This design comes from an exercise in tuning for small area, a short achievable clock period and few clock cycles on the open sky130 flow, not from production work.
Function was checked by simulation only, so behaviour that the tests miss may differ from the original.
Power is estimated from default activity; no workload was simulated.

==> flow/design.v (excerpt) <==
module rnn_cell_engine #(
    parameter int HID  = 64,
    parameter int XW   = 32,
    parameter int DW   = 20,
    parameter int FRAC = 16,
    parameter int ACC  = 44,
    parameter int AW   = 17
) (
    input  logic          clk,
    input  logic          reset,
    input  logic          ready,
    input  logic          act_mode,
    input  logic [XW-1:0] idata,
    input  logic [DW-1:0] mdata_r,
    output logic          busy,
    output logic          done,
    output logic          i_en,
    output logic          mce,
    output logic [2:0]    msel,
    output logic [AW-1:0] maddr,
    output logic [DW-1:0] mdata_w
);
    localparam logic [2:0] SEL_CFG  = 3'b100;
    localparam logic [2:0] SEL_BIAS = 3'b001;
    localparam logic [2:0] SEL_WX   = 3'b000;
    localparam logic [2:0] SEL_WH   = 3'b010;
    localparam logic [2:0] SEL_HOUT = 3'b101;
    localparam logic [2:0] ST_IDLE = 3'd0;
    localparam logic [2:0] ST_CFG  = 3'd1;
    localparam logic [2:0] ST_W1   = 3'd2;
    localparam logic [2:0] ST_W2   = 3'd3;
    localparam logic [2:0] ST_CFGT = 3'd4;
    localparam logic [2:0] ST_BND  = 3'd5;
    localparam logic [2:0] ST_WIN  = 3'd6;
    localparam logic [1:0] TK_NONE = 2'd0;
    localparam logic [1:0] TK_ONE  = 2'd1;    
    localparam logic [1:0] TK_WH   = 2'd2;    
    logic [2:0]  st_q, st_d;
    logic        busy_q, busy_d, done_q, done_d, ien_q, ien_d, mce_q, mce_d;
    logic [2:0]  msel_q, msel_d;
    logic [16:0] maddr_q, maddr_d;
    logic        mode_q, mode_d;
    logic [5:0]  ph_q;
    logic [19:0] tleft_q, tleft_d;
    logic [10:0] taddr_q, taddr_d;
    logic        t0_q, t0_d, hp_q, hp_d, more_q, more_d, par_q, par_d;
    logic [2:0]  b_q, b_d;
    logic [6:0]  o_q, o_d;
    logic [5:0]  n_q, n_d;
    logic [6:0]  len_q, len_d, lm1_q, lm1_d;
    logic [5:0]  icur_q, icur_d, iprev_q, iprev_d;
    logic        bpend_q, bpend_d, wpend_q, wpend_d;
    logic [31:0] xrem_q, xrem_d;
    logic [5:0]  pop_q, pop_d;
    logic [6:0]  z_q, z_d;
    logic        nz_q;
    logic        strobe;
    logic [1:0]  tk_kind_d, tk1_kind_q, tk2_kind_q;
    logic        tk_first_d, tk1_first_q, tk2_first_q, first3_q;
    logic        tk_close_d, tk1_close_q, tk2_close_q, close3_q, close4_q, close5_q;
    logic        rp_q;
    logic [5:0]  iw_q;
    logic [19:0] d_q;
  ...
Size: roughly 5400 cells after synthesis, about 74000 um^2 of cells after synthesis.
clock: 14.0 ns
lec_check: 0
cap_margin: 20
core_margin: 2
core_utilization: 40
slew_margin: 20
standard.sh (not shown) runs the stock make flow with config.mk's settings and CLKGATE_MAP_FILE= SYNTH_SCRIPT=/design/flow/synth_recipe.tcl, a recipe that flattens the netlist after the stock synthesis.
==> flow/flow/run.sh <==
#!/bin/bash
set -euo pipefail
K=(SETUP_SLACK_MARGIN=10 "BUFFER_PORTS_ARGS=-buffer_cell sky130_fd_sc_hd__buf_4" "CTS_ARGS=-sink_clustering_enable -repair_clock_nets -dont_use_dummy_load -sink_clustering_size 30 -sink_clustering_max_diameter 50")
bash standard.sh "${K[@]}" place > make_place.log 2>&1
openroad -exit flow/move_outregs.tcl > move_outregs.log 2>&1
bash standard.sh "${K[@]}" finish > make_finish.log 2>&1
==> flow/flow/move_outregs.tcl <==
# Move every flip-flop that drives an output port's buffer (and nothing else) onto that buffer,
# then legalise: the register-to-port path then has no long wire. Run on 3_place.odb.
set odb orfs/results/sky130hd/rnn_cell_engine/base/3_place.odb
read_db $odb
set block [ord::get_db_block]
set moved 0
foreach bt [$block getBTerms] {
  if {[$bt getIoType] ne "OUTPUT"} { continue }
  set net [$bt getNet]
  if {$net eq "NULL"} { continue }
  set buf ""
  foreach it [$net getITerms] {
    if {[$it isOutputSignal]} { set buf [$it getInst] }
  }
  if {$buf eq ""} { continue }
  set src ""
  foreach it [$buf getITerms] {
    if {[$it isInputSignal]} { set in [$it getNet] }
  }
  if {![info exists in] || $in eq "NULL"} { continue }
  set loads 0
  foreach it [$in getITerms] {
    if {[$it isOutputSignal]} { set src [$it getInst] } else { incr loads }
  }
  unset in
  if {$src eq "" || $loads != 1} { continue }
  if {![string match "*dfxtp*" [[$src getMaster] getName]]} { continue }
  set bl [$buf getLocation]
  $src setLocation [lindex $bl 0] [lindex $bl 1]
  incr moved
}
puts "moved $moved output registers"
detailed_placement
check_placement -verbose
write_db $odb
The first run went through all stages and came out clean.
Testbench counts at the start, summed over its fixed seeds: cycles 993,664.
Then changed:
==> flow/flow/run.sh (replaced) <==
#!/bin/bash
# The standard ORFS layout (bash standard.sh), with changes only to how it is optimised;
# the design, the 14 ns clock period and the I/O constraints are unchanged:
#  - repair_timing aims for a setup slack of SETUP_SLACK_MARGIN ns instead of 0, so it keeps
#    improving the critical paths below the 14 ns period;
#  - the port buffers are buf_4 cells instead of the delay buffer buffer_ports picks;
#  - clock tree synthesis clusters up to 30 sinks within 50 um per leaf buffer and inserts
#    no dummy loads.
# make's full output goes to make_finish.log; ORFS keeps each step's log under orfs/logs/.
set -euo pipefail
bash standard.sh SETUP_SLACK_MARGIN=10 \
  "BUFFER_PORTS_ARGS=-buffer_cell sky130_fd_sc_hd__buf_4" \
  "CTS_ARGS=-sink_clustering_enable -repair_clock_nets -dont_use_dummy_load -sink_clustering_size 30 -sink_clustering_max_diameter 50" \
  finish > make_finish.log 2>&1
removed: flow/flow/move_outregs.tcl
After rerunning: The changed run produced a clean layout. Area after synthesis stays the same. Design area barely changes. Hold slack gets better by 37 ps. Maximum frequency decreases by 0.36%. Core utilization is about the same. Sequential share of layout area hardly moves. Clock power decreases by about 0.9%. Die area does not change. Flip-flop and latch count stays the same. Non-clock buffer count increases by 3. Via count hardly moves.

---

rnn_cell_engine, a different RTL version from the one above (not shown whole).
Size: roughly 5400 cells after synthesis, about 2700 flip-flops, about 74000 sq um of cells after synthesis.
Settings: LEC_CHECK=0, CAP_MARGIN=20, CORE_MARGIN=2, CORE_UTILIZATION=40, SLEW_MARGIN=20; clock period 14.0 ns.
==> flow/flow/run.sh <==
#!/bin/bash
set -euo pipefail
K=(SETUP_SLACK_MARGIN=10 "BUFFER_PORTS_ARGS=-buffer_cell sky130_fd_sc_hd__buf_2" "CTS_ARGS=-sink_clustering_enable -repair_clock_nets -dont_use_dummy_load -sink_clustering_size 30 -sink_clustering_max_diameter 50")
bash standard.sh "${K[@]}" place > make_place.log 2>&1
openroad -exit flow/move_outregs.tcl > move_outregs.log 2>&1
bash standard.sh "${K[@]}" finish > make_finish.log 2>&1
==> flow/flow/move_outregs.tcl <==
# Move every flip-flop that drives an output port's buffer (and nothing else) onto that buffer,
# then legalise: the register-to-port path then has no long wire. Run on 3_place.odb.
set odb orfs/results/sky130hd/rnn_cell_engine/base/3_place.odb
read_db $odb
set block [ord::get_db_block]
set moved 0
foreach bt [$block getBTerms] {
  if {[$bt getIoType] ne "OUTPUT"} { continue }
  set net [$bt getNet]
  if {$net eq "NULL"} { continue }
  set buf ""
  foreach it [$net getITerms] {
    if {[$it isOutputSignal]} { set buf [$it getInst] }
  }
  if {$buf eq ""} { continue }
  set src ""
  foreach it [$buf getITerms] {
    if {[$it isInputSignal]} { set in [$it getNet] }
  }
  if {![info exists in] || $in eq "NULL"} { continue }
  set loads 0
  foreach it [$in getITerms] {
    if {[$it isOutputSignal]} { set src [$it getInst] } else { incr loads }
  }
  unset in
  if {$src eq "" || $loads != 1} { continue }
  if {![string match "*dfxtp*" [[$src getMaster] getName]]} { continue }
  set bl [$buf getLocation]
  $src setLocation [lindex $bl 0] [lindex $bl 1]
  incr moved
}
puts "moved $moved output registers"
detailed_placement
check_placement -verbose
write_db $odb
Testbench counts at the start, summed over its fixed seeds: cycles 993,664.
Next try:
==> flow/flow/run.sh (replaced) <==
#!/bin/bash
# The standard ORFS layout (bash standard.sh), with changes only to how it is optimised;
# the design, the 14 ns clock period and the I/O constraints are unchanged:
#  - repair_timing aims for a setup slack of SETUP_SLACK_MARGIN ns instead of 0, so it keeps
#    improving the critical paths below the 14 ns period;
#  - the port buffers are buf_4 cells instead of the delay buffer buffer_ports picks;
#  - clock tree synthesis clusters up to 30 sinks within 50 um per leaf buffer and inserts
#    no dummy loads.
# make's full output goes to make_finish.log; ORFS keeps each step's log under orfs/logs/.
set -euo pipefail
bash standard.sh SETUP_SLACK_MARGIN=10 CORE_UTILIZATION=70 PLACE_DENSITY=0.78 \
  "BUFFER_PORTS_ARGS=-buffer_cell sky130_fd_sc_hd__buf_4" \
  "CTS_ARGS=-sink_clustering_enable -repair_clock_nets -dont_use_dummy_load -sink_clustering_size 30 -sink_clustering_max_diameter 50" \
  finish > make_finish.log 2>&1
removed: flow/flow/move_outregs.tcl
After rerunning:
- global-route usage is higher by 15 points
- die area is lower by 43%
- sequential share of layout area is higher by 1.1 points
- critical path depth does not change
- routed wire length is higher by 25%
Next try:
--- a/flow/flow/run.sh
+++ b/flow/flow/run.sh
@@ -11 +11 @@
-bash standard.sh SETUP_SLACK_MARGIN=10 CORE_UTILIZATION=70 PLACE_DENSITY=0.78 \
+bash standard.sh SETUP_SLACK_MARGIN=10 \
What happened: The changed run completed without violations. First-iteration DRC count drops by about 28%. Critical path depth stays the same. Register-to-register slack improved by 0.20 ns. Global-route usage is lower by 15 points.

-- afterwards: timing with drivers on the ports --
Ports are ideal in the flow. The routed layouts listed here were re-timed in OpenROAD.
Step 1, drivers: a clkbuf_16 drives clk and a buf_2 each remaining input, both assumed.
Step 2 moves the port delays by t, midway between the first and last clock arrival at a register: inputs arrive t later, outputs are due t later. That takes back most of the time a late clock gives input paths.
a / b / c = no drivers / after step 1 / after step 2; a / b = the first two.
| run | t (ns) | setup WS [ns] | hold slack, ns | worst data-port slew with drivers (ns) |
|---|---|---|---|---|
| the first run of note 1 | 0.849 | 9.929 / 9.848 / 10.006 | 0.217 / 0.217 / 0.217 | 0.04 |
| the second run of note 1 | 0.824 | 9.914 / 9.834 / 10.045 | 0.254 / 0.254 / 0.254 | 0.04 |
| the first run of note 2 | 0.830 | 9.940 / 9.862 / 10.096 | 0.261 / 0.261 / 0.261 | 0.04 |
| the second run of note 2 | 0.830 | 9.943 / 9.869 / 9.960 | 0.268 / 0.268 / 0.268 | 0.06 |
| the third run of note 2 | 0.841 | 9.941 / 9.857 / 10.160 | 0.226 / 0.226 / 0.226 | 0.04 |
After both steps setup and hold are still met in every run listed.
